Source: an optimization exercise on an open RTL-to-GDS flow (aim: small area). Production flows keep margins and buffers that such runs may drop. The RTL was checked by simulation tests, not by an equivalence proof against the original design. Power and IR drop assume default switching activity.

==> flow/design.v <==
module pcie_pio_completer #(
    parameter int C_DATA_WIDTH   = 64,
    parameter int KEEP_WIDTH     = C_DATA_WIDTH / 8,
    parameter int REG_ADDR_WIDTH = 6
) (
    input  logic                      sys_clk,
    input  logic                      sys_reset_n,
    input  logic [C_DATA_WIDTH-1:0]   m_axis_rx_tdata,
    input  logic [KEEP_WIDTH-1:0]     m_axis_rx_tkeep,
    input  logic                      m_axis_rx_tlast,
    input  logic                      m_axis_rx_tvalid,
    input  logic [21:0]               m_axis_rx_tuser,
    output logic                      m_axis_rx_tready,
    output logic [C_DATA_WIDTH-1:0]   s_axis_tx_tdata,
    output logic [KEEP_WIDTH-1:0]     s_axis_tx_tkeep,
    output logic                      s_axis_tx_tlast,
    output logic                      s_axis_tx_tvalid,
    output logic [3:0]                s_axis_tx_tuser,
    input  logic                      s_axis_tx_tready,
    input  logic [7:0]                cfg_bus_number,
    input  logic [4:0]                cfg_device_number,
    input  logic [2:0]                cfg_function_number,
    output logic                      cfg_trn_pending,
    output logic                      reg_wr_strobe,
    output logic [REG_ADDR_WIDTH-1:0] reg_wr_addr
);
    typedef enum logic [2:0] {RX_IDLE, RX_HDR, RX_DATA, RX_DRAIN, RX_WAIT} rx_state_e;
    typedef enum logic [1:0] {TX_IDLE, TX_BEAT0, TX_BEAT1} tx_state_e;
    rx_state_e rx_state_q, rx_state_d;
    tx_state_e tx_state_q, tx_state_d;
    logic [31:0] regs_q [2**REG_ADDR_WIDTH];
    logic        rx_ready_q, pending_q, strobe_q;
    logic [REG_ADDR_WIDTH-1:0] wr_addr_q, idx_q;
    logic        is_wr_q, is_64_q, poison_q, ur_q;
    logic [2:0]  tc_q;
    logic [1:0]  attr_q;
    logic [15:0] rid_q;
    logic [7:0]  tag_q;
    logic [3:0]  be_q;
    logic [4:0]  lo_addr_q;
    logic [31:0] rd_data_q;
    logic        rx_beat, hdr_ok, ur_req, wr_now, rd_now, tx_start, tx_done;
    logic [REG_ADDR_WIDTH-1:0] hdr_idx, wr_idx;
    logic [4:0]  hdr_lo;
    logic [31:0] wr_data, wr_swap;
    logic [11:0] byte_cnt;
    logic [1:0]  lo2;
    logic [31:0] cpl_dw0, cpl_dw1, cpl_dw2;
    logic        unused_ok;
    function automatic logic [31:0] bswap(input logic [31:0] d);
        bswap = {d[7:0], d[15:8], d[23:16], d[31:24]};
    endfunction
    assign unused_ok = ^{m_axis_rx_tkeep, m_axis_rx_tuser[21:3], m_axis_rx_tuser[0]};
    assign rx_beat = m_axis_rx_tvalid && rx_ready_q;
    assign hdr_ok  = (m_axis_rx_tdata[28:24] == 5'd0) && (m_axis_rx_tdata[9:0] == 10'd1)
                     && m_axis_rx_tuser[2];
    assign ur_req  = !m_axis_rx_tdata[30] && (m_axis_rx_tdata[28:24] == 5'd0) && !hdr_ok;
    assign hdr_idx  = is_64_q ? m_axis_rx_tdata[REG_ADDR_WIDTH+33:34] : m_axis_rx_tdata[REG_ADDR_WIDTH+1:2];
    assign hdr_lo   = is_64_q ? m_axis_rx_tdata[38:34] : m_axis_rx_tdata[6:2];
    assign wr_now   = (rx_state_q == RX_HDR && rx_beat && is_wr_q && !is_64_q)
                      || (rx_state_q == RX_DATA && rx_beat);
    assign rd_now   = rx_state_q == RX_HDR && rx_beat && !is_wr_q;
    assign wr_data  = (rx_state_q == RX_DATA) ? m_axis_rx_tdata[31:0] : m_axis_rx_tdata[63:32];
    assign wr_idx   = (rx_state_q == RX_DATA) ? idx_q : hdr_idx;
    assign wr_swap  = bswap(wr_data);
    assign tx_start = (rx_state_q != RX_WAIT) && (rx_state_d == RX_WAIT);
    assign tx_done  = (tx_state_q == TX_BEAT1) && s_axis_tx_tready;
    always_ff @(posedge sys_clk or negedge sys_reset_n) begin
        if (!sys_reset_n) begin
            rx_state_q <= RX_IDLE;
            tx_state_q <= TX_IDLE;
        end else begin
            rx_state_q <= rx_state_d;
            tx_state_q <= tx_state_d;
        end
    end
    always_comb begin
        rx_state_d = rx_state_q;
        case (rx_state_q)
            RX_IDLE:  if (rx_beat) begin
                          if (m_axis_rx_tlast) rx_state_d = ur_req ? RX_WAIT : RX_IDLE;
                          else                 rx_state_d = hdr_ok ? RX_HDR : RX_DRAIN;
                      end
            RX_HDR:   if (rx_beat) begin
                          if (!is_wr_q)             rx_state_d = RX_WAIT;
                          else if (m_axis_rx_tlast) rx_state_d = RX_IDLE;
                          else                      rx_state_d = is_64_q ? RX_DATA : RX_DRAIN;
                      end
            RX_DATA:  if (rx_beat) rx_state_d = m_axis_rx_tlast ? RX_IDLE : RX_DRAIN;
            RX_DRAIN: if (rx_beat && m_axis_rx_tlast) rx_state_d = ur_q ? RX_WAIT : RX_IDLE;
            RX_WAIT:  if (tx_done) rx_state_d = RX_IDLE;
            default:  rx_state_d = RX_IDLE;
        endcase
    end
    always_comb begin
        tx_state_d = tx_state_q;
        case (tx_state_q)
            TX_IDLE:  if (tx_start) tx_state_d = TX_BEAT0;
            TX_BEAT0: if (s_axis_tx_tready) tx_state_d = TX_BEAT1;
            TX_BEAT1: if (s_axis_tx_tready) tx_state_d = TX_IDLE;
            default:  tx_state_d = TX_IDLE;
        endcase
    end
    always_ff @(posedge sys_clk or negedge sys_reset_n) begin
        if (!sys_reset_n) begin
            for (int unsigned i = 0; i < 2**REG_ADDR_WIDTH; i++) regs_q[i] <= '0;
            rx_ready_q <= 1'b0;
            pending_q  <= 1'b0;
            strobe_q   <= 1'b0;
            wr_addr_q  <= '0;
            idx_q      <= '0;
            is_wr_q    <= 1'b0;
            is_64_q    <= 1'b0;
            poison_q   <= 1'b0;
            ur_q       <= 1'b0;
            tc_q       <= '0;
            attr_q     <= '0;
            rid_q      <= '0;
            tag_q      <= '0;
            be_q       <= '0;
            lo_addr_q  <= '0;
            rd_data_q  <= '0;
        end else begin
            rx_ready_q <= rx_state_d != RX_WAIT;
            strobe_q   <= wr_now && !poison_q;
            if (tx_start)     pending_q <= 1'b1;
            else if (tx_done) pending_q <= 1'b0;
            if (rx_state_q == RX_IDLE && rx_beat) begin
                is_wr_q  <= m_axis_rx_tdata[30];
                is_64_q  <= m_axis_rx_tdata[29];
                tc_q     <= m_axis_rx_tdata[22:20];
                attr_q   <= m_axis_rx_tdata[13:12];
                rid_q    <= m_axis_rx_tdata[63:48];
                tag_q    <= m_axis_rx_tdata[47:40];
                be_q     <= m_axis_rx_tdata[35:32];
                poison_q <= m_axis_rx_tuser[1];
                ur_q     <= ur_req;
            end
            if (rx_state_q == RX_HDR && rx_beat) begin
                idx_q     <= hdr_idx;
                lo_addr_q <= hdr_lo;
            end
            if (rd_now) rd_data_q <= bswap(regs_q[hdr_idx]);
            if (wr_now && !poison_q) begin
                wr_addr_q <= wr_idx;
                for (int unsigned b = 0; b < 4; b++)
                    if (be_q[b]) regs_q[wr_idx][8*b +: 8] <= wr_swap[8*b +: 8];
            end
        end
    end
    always_comb begin
        byte_cnt = 12'd1;
        casez (be_q)
            4'b1??1:                   byte_cnt = 12'd4;
            4'b01?1, 4'b1?10:          byte_cnt = 12'd3;
            4'b0011, 4'b0110, 4'b1100: byte_cnt = 12'd2;
            default:                   byte_cnt = 12'd1;
        endcase
        casez (be_q)
            4'b???1: lo2 = 2'b00;
            4'b??10: lo2 = 2'b01;
            4'b?100: lo2 = 2'b10;
            4'b1000: lo2 = 2'b11;
            default: lo2 = 2'b00;
        endcase
    end
    always_comb begin
        if (ur_q) begin
            cpl_dw0 = {1'b0, 2'b00, 5'b01010, 1'b0, tc_q, 6'd0, attr_q, 2'd0, 10'd0};
            cpl_dw1 = {cfg_bus_number, cfg_device_number, cfg_function_number, 3'b001, 1'b0, 12'd4};
            cpl_dw2 = {rid_q, tag_q, 8'd0};
        end else begin
            cpl_dw0 = {1'b0, 2'b10, 5'b01010, 1'b0, tc_q, 6'd0, attr_q, 2'd0, 10'd1};
            cpl_dw1 = {cfg_bus_number, cfg_device_number, cfg_function_number, 3'b000, 1'b0, byte_cnt};
            cpl_dw2 = {rid_q, tag_q, 1'b0, lo_addr_q, lo2};
        end
    end
    always_comb begin
        s_axis_tx_tvalid = 1'b0;
        s_axis_tx_tlast  = 1'b0;
        s_axis_tx_tkeep  = '0;
        s_axis_tx_tdata  = '0;
        case (tx_state_q)
            TX_BEAT0: begin
                s_axis_tx_tvalid = 1'b1;
                s_axis_tx_tkeep  = 8'hFF;
                s_axis_tx_tdata  = {cpl_dw1, cpl_dw0};
            end
            TX_BEAT1: begin
                s_axis_tx_tvalid = 1'b1;
                s_axis_tx_tlast  = 1'b1;
                s_axis_tx_tkeep  = ur_q ? 8'h0F : 8'hFF;
                s_axis_tx_tdata  = ur_q ? {32'd0, cpl_dw2} : {rd_data_q, cpl_dw2};
            end
            default: ;
        endcase
    end
    assign s_axis_tx_tuser  = '0;
    assign m_axis_rx_tready = rx_ready_q;
    assign cfg_trn_pending  = pending_q;
    assign reg_wr_strobe    = strobe_q;
    assign reg_wr_addr      = wr_addr_q;
endmodule
==> flow/run.sh <==
#!/bin/bash
# synth_recipe.tcl (not shown) runs the flow's synth.tcl, then flattens the netlist and writes it again
# the make line also repeats each setting of config.mk as NAME=value (left out here)
make -C /OpenROAD-flow-scripts/flow DESIGN_CONFIG=/design/flow/config.mk WORK_HOME=/design/flow/orfs CLKGATE_MAP_FILE= SYNTH_SCRIPT=/design/flow/synth_recipe.tcl finish
==> flow/config.mk <==
export PLATFORM = sky130hd
export DESIGN_NAME = pcie_pio_completer
export DESIGN_NICKNAME = pcie_pio_completer
export VERILOG_FILES = /design/flow/design.v
export SDC_FILE = /design/flow/constraint.sdc
export NUM_CORES = 4
export LEC_CHECK = 0
export CAP_MARGIN = 20
export CORE_MARGIN = 2
export CORE_UTILIZATION = 40
export SLEW_MARGIN = 20
==> flow/constraint.sdc <==
create_clock -name core_clock -period 6.0 [get_ports {sys_clk}]
set_input_delay 1.2000 -clock core_clock [delete_from_list [all_inputs] [get_ports {sys_clk}]]
set_output_delay 1.2000 -clock core_clock [all_outputs]
set_load 0.01 [all_outputs]
==> flow_metrics.py <==
metrics = {
    "clock_network": {
        "clk_path_buf_depth": 3,
        "postCtsHoldBufs": 0,
        "cts_tree": "done",
        "insertion_delay_ns": 0.91,
        "postCtsSetupBuffers": 0,
        "clock-sinks": 2137,
        "clk_pin_slew_ns": 0.06,
        "cts_resized": 0,
        "h-tree-depth": 4,
        "cts_buffers": 215,
        "cts_root_buf": "clkbuf_16",
    },
    "floorplanning": {
        "die_x_um": 484,
        "die_h_um": 484,
        "dieArea_sq_mm": 0.235,
        "start_util": 0.402,
        "core-area_sq_mm": 0.230,
        "fp-row-count": 176,
        "ios": 202,
    },
    "global_route": {
        "antenna_found_initial": 31,
        "track_usage": 0.372,
        "grt_start_max_net_pins": 169,
        "grt_pass1_wl_um": 608000,
        "overflow": 0,
        "grt_pass1_vias": 75500,
    },
    "routing": {
        "avgRoutedWirePerCell_um": 35.0,
        "dr_total_vias": 82100,
        "wl_um": 445000,
        "dr_wl_met2_um": 183000,
        "drt-met1-wl_um": 162000,
        "viasPerCell": 6.46,
        "drc_errors": 0,
        "firstDrtPassIters": 13,
        "wl_met3_um": 62800,
        "top_layer": "met5",
        "drtAntennaViolNets": 0,
        "drtIter0Drc": 13600,
    },
    "power_and_ir_drop": {
        "p_comb_frac": 0.277,
        "peakVddDrop_v": 0.000441,
        "pwr-share-clk": 0.294,
        "p_seq_frac": 0.429,
        "p_int_mw": 30.6,
        "power_density_mw_per_mm2": 450,
        "p_sw_mw": 17.8,
        "power_mw": 48.4,
        "netSwitchingFraction": 0.369,
        "p_leak_nw": 48.4,
    },
    "synthesis": {
        "synth_edf_count": 0,
        "synth_area_sq_mm": 0.0923,
        "ys_ff_latch": 2137,
        "synth_area_per_cell_sq_um": 9.95,
        "synthCells": 9278,
        "yosysUniqueCellTypes": 76,
        "ys.flop_type": "dfrtp_1",
        "yosys_warnings": 2,
        "ys_seq_area_frac": 0.579,
        "async_flop_share": 1.00,
    },
    "finish": {
        "nets": 9591,
        "final_util": 0.469,
        "finalInstanceArea_sq_mm": 0.108,
        "drive_gt1_frac": 0.134,
        "nFillCells": 21200,
        "layout.cells.non_filler": 12700,
        "multiInputGateArea_sq_mm": 0.0357,
        "seq_area_sq_mm": 0.0535,
        "syn_to_final_growth_pct": 16.6,
    },
    "placed_design": {
        "dp.cells": 12300,
        "dp_slack_ns": 0.414,
        "post_dp_cell_area_sq_mm": 0.100,
        "gp_congestion": 0.993,
        "portBuffers": 168,
        "dp_hpwl_um": 290000,
    },
    "sta": {
        "finalClockSkew_ns": 0.0427,
        "final_hold_viol_count": 0,
        "rsz0062_at_grt": "no",
        "fmax_mhz": 187,
        "fin_crit_ns": 5.34,
        "tns_ns": 0,
        "whs_ns": 0.299,
        "drv_slew": 0,
        "setup_viol": 0,
        "relSlewSlack": 0.126,
        "worst_pin_slew_ns": 1.28,
        "setup_slack_ns": 0.659,
        "fin_crit_sh": 0.890,
    },
    "critical_path": {
        "crit_path_top_delay_cell": "ha_1",
        "cp.buffers_inverters": 4,
        "startpoint_type": "flop",
        "required_ns": 4.80,
        "path_cells": "inv_1 > ha_1 > and2_1 > buf_4 > nor2b_4 > buf_4 > nand2_1 > o31ai_1 > clkdlybuf4s50_1",
        "crit_path_end_kind": "output pin",
        "cpMostUsedCell": "buf_4",
        "arrival_ns": 4.14,
        "critPathMaxStageDelay_ns": 0.78,
        "critPathMaxFanout": 24,
        "crit_type": "flop to output pin",
        "cp_top_family": "buffers and inverters",
    },
    "status": {
        "status": "timing/DRC/antenna clean",
    },
    "flow_run": {
        "maxCapViolations": 0,
    },
    "min_path": {
        "min_path_type": "input pin to asynchronous set/reset pin",
    },
}
==> kinds of logic (layout without fill, tap and decap cells) <==
logic type,after synthesis,in the layout,synth area share
DFF,2137,2137,0.579
muxes,93,93,0.0107
adders and majority gates,4,4,0.000542
buffers and inverters,836,1200,0.0417
other,1,32,0.0000406
AOI/OAI and AO/OA,3339,3339,0.221
and+or+nand+nor,2868,2868,0.146
==> sequential cells by signal, summed over array words and instances, names as in the netlist, 2 cells and up <==
signal / cells
tx_state_q: 2
be_q: 4
rd_data_q: 32
regs_q: 2048
rid_q: 16
attr_q: 2
idx_q: 2
rx_state_q: 3
tag_q: 8
wr_addr_q: 6
lo_addr_q: 4
tc_q: 3
==> area by class of cell <==
type,instances,share of cell area
flip-flops and latches,2137,0.497
multi-input cells,6309,0.331
repair buffers,800,0.0671
clock buffers,323,0.0599
well taps,3026,0.0352
clock inverters,68,0.00856
diodes,27,0.000628
inverters,9,0.000314
==> routing by layer <==
layer,vias to the layer above,track usage
met1,40500,0.477
li1,33700,-
met5,-,0
met4,28,0.258
met2,6224,0.517
met3,1615,0.138
==> power by group through the flow <==
stage / logic, mW / registers [mW] / clock network [mW]
3_5_place_dp: 12.8 / 20.9 / 0
2_1_floorplan: 7.68 / 20.1 / 0
4_1_cts: 12.9 / 20.6 / 14.3
3_3_place_gp: 12.5 / 20.7 / 0
5_1_grt: 14.1 / 21.1 / 14.9
6_report: 13.4 / 20.8 / 14.2
==> cells in the final DEF, fill, tap and decap left out, types with 10 or more instances in the layout <==
cell type | Yosys | final
nor3_4 | 114 | 115
a221o_1 | 13 | 13
nor2_1 | 1292 | 1272
a22o_1 | 272 | 272
mux2i_1 | 46 | 13
nand4_1 | 129 | 129
nand2_2 | 13 | 20
nand2_4 | 0 | 10
clkinv_2 | 0 | 34
nor2_4 | 1 | 18
nand2_1 | 983 | 966
dfrtp_1 | 2137 | 2137
mux2_2 | 46 | 46
nand3b_1 | 11 | 11
bufinv_16 | 0 | 20
o2bb2ai_1 | 10 | 10
a221oi_1 | 296 | 296
buf_4 | 54 | 572
clkbuf_16 | 0 | 219
nand3_1 | 121 | 121
clkbuf_8 | 0 | 58
a21oi_1 | 1281 | 1280
nor4_1 | 36 | 36
o22ai_1 | 49 | 49
o21ai_1 | 69 | 69
clkdlybuf4s50_1 | 0 | 167
a222oi_1 | 55 | 55
nor3_2 | 40 | 39
a22oi_1 | 375 | 375
and3_1 | 21 | 21
mux2i_4 | 0 | 31
and2_1 | 35 | 35
o21ai_0 | 854 | 854
diode_2 | 0 | 27
or3_1 | 11 | 11
buf_12 | 0 | 55
clkbuf_1 | 429 | 46
==> final timing paths <==
check | startpoint | endpoint | slack (ns) | depth (start not counted)
max | tx_state_q[0] | s_axis_tx_tdata[32] | 0.66 | 9
min | sys_reset_n | regs_q[25][26] | 0.30 | 1
max reg2reg | is_64_q | rd_data_q[14] | 0.81 | 11
min reg2reg | regs_q[24][31] | regs_q[24][31] | 0.48 | 2
max in group asynchronous | sys_reset_n | regs_q[18][20] | 4.07 | 2
min in group core_clock | regs_q[24][31] | regs_q[24][31] | 0.48 | 2
==> cells in the mapped netlist, drive strengths merged, types with 21 or more instances <==
cell type     n  area share
a221oi      297       0.028
nor3        162       0.025
o21ai       927       0.050
mux2i        47      0.0051
clkbuf      432       0.018
a22oi       375       0.030
nor2       1298       0.053
o22ai        49      0.0033
nand4       129      0.0087
a222oi       55      0.0060
a21oi      1282       0.070
nand2       996       0.041
a22o        272       0.026
and2         38      0.0026
dfrtp      2137        0.58
buf         395       0.024
nor4         36      0.0024
and3         21      0.0014
mux2         46      0.0056
nand3       122      0.0067

[separate check: timing with driven ports]
In the flow no input, the clock included, has a driving cell. The finished layout below was timed again as built, in two steps.
Step 1 assumes that a clkbuf_16 drives the clock port and a buf_2 every other input.
Step 2 times the ports against the registers' clock, not the clock port: input delays grow and output delays shrink by t, the midpoint of the rising clock arrivals with the driver on.
Slacks: no drivers / after step 1 / after step 2; pairs: no drivers / after step 1.
t (ns): 0.990
setup WS [ns]: 0.659 / 0.560 / -0.064
worst hold slack (ns): 0.299 / 0.288 / 0.481
worst slew at a driven data input, ns: 0.08
pins driven straight from the clock port: 1
With both steps, setup timing fails in this run, where it was met with ideal ports. For this run, drivers alone change the setup slack by -0.099 ns; drivers and shift together by -0.723 ns.
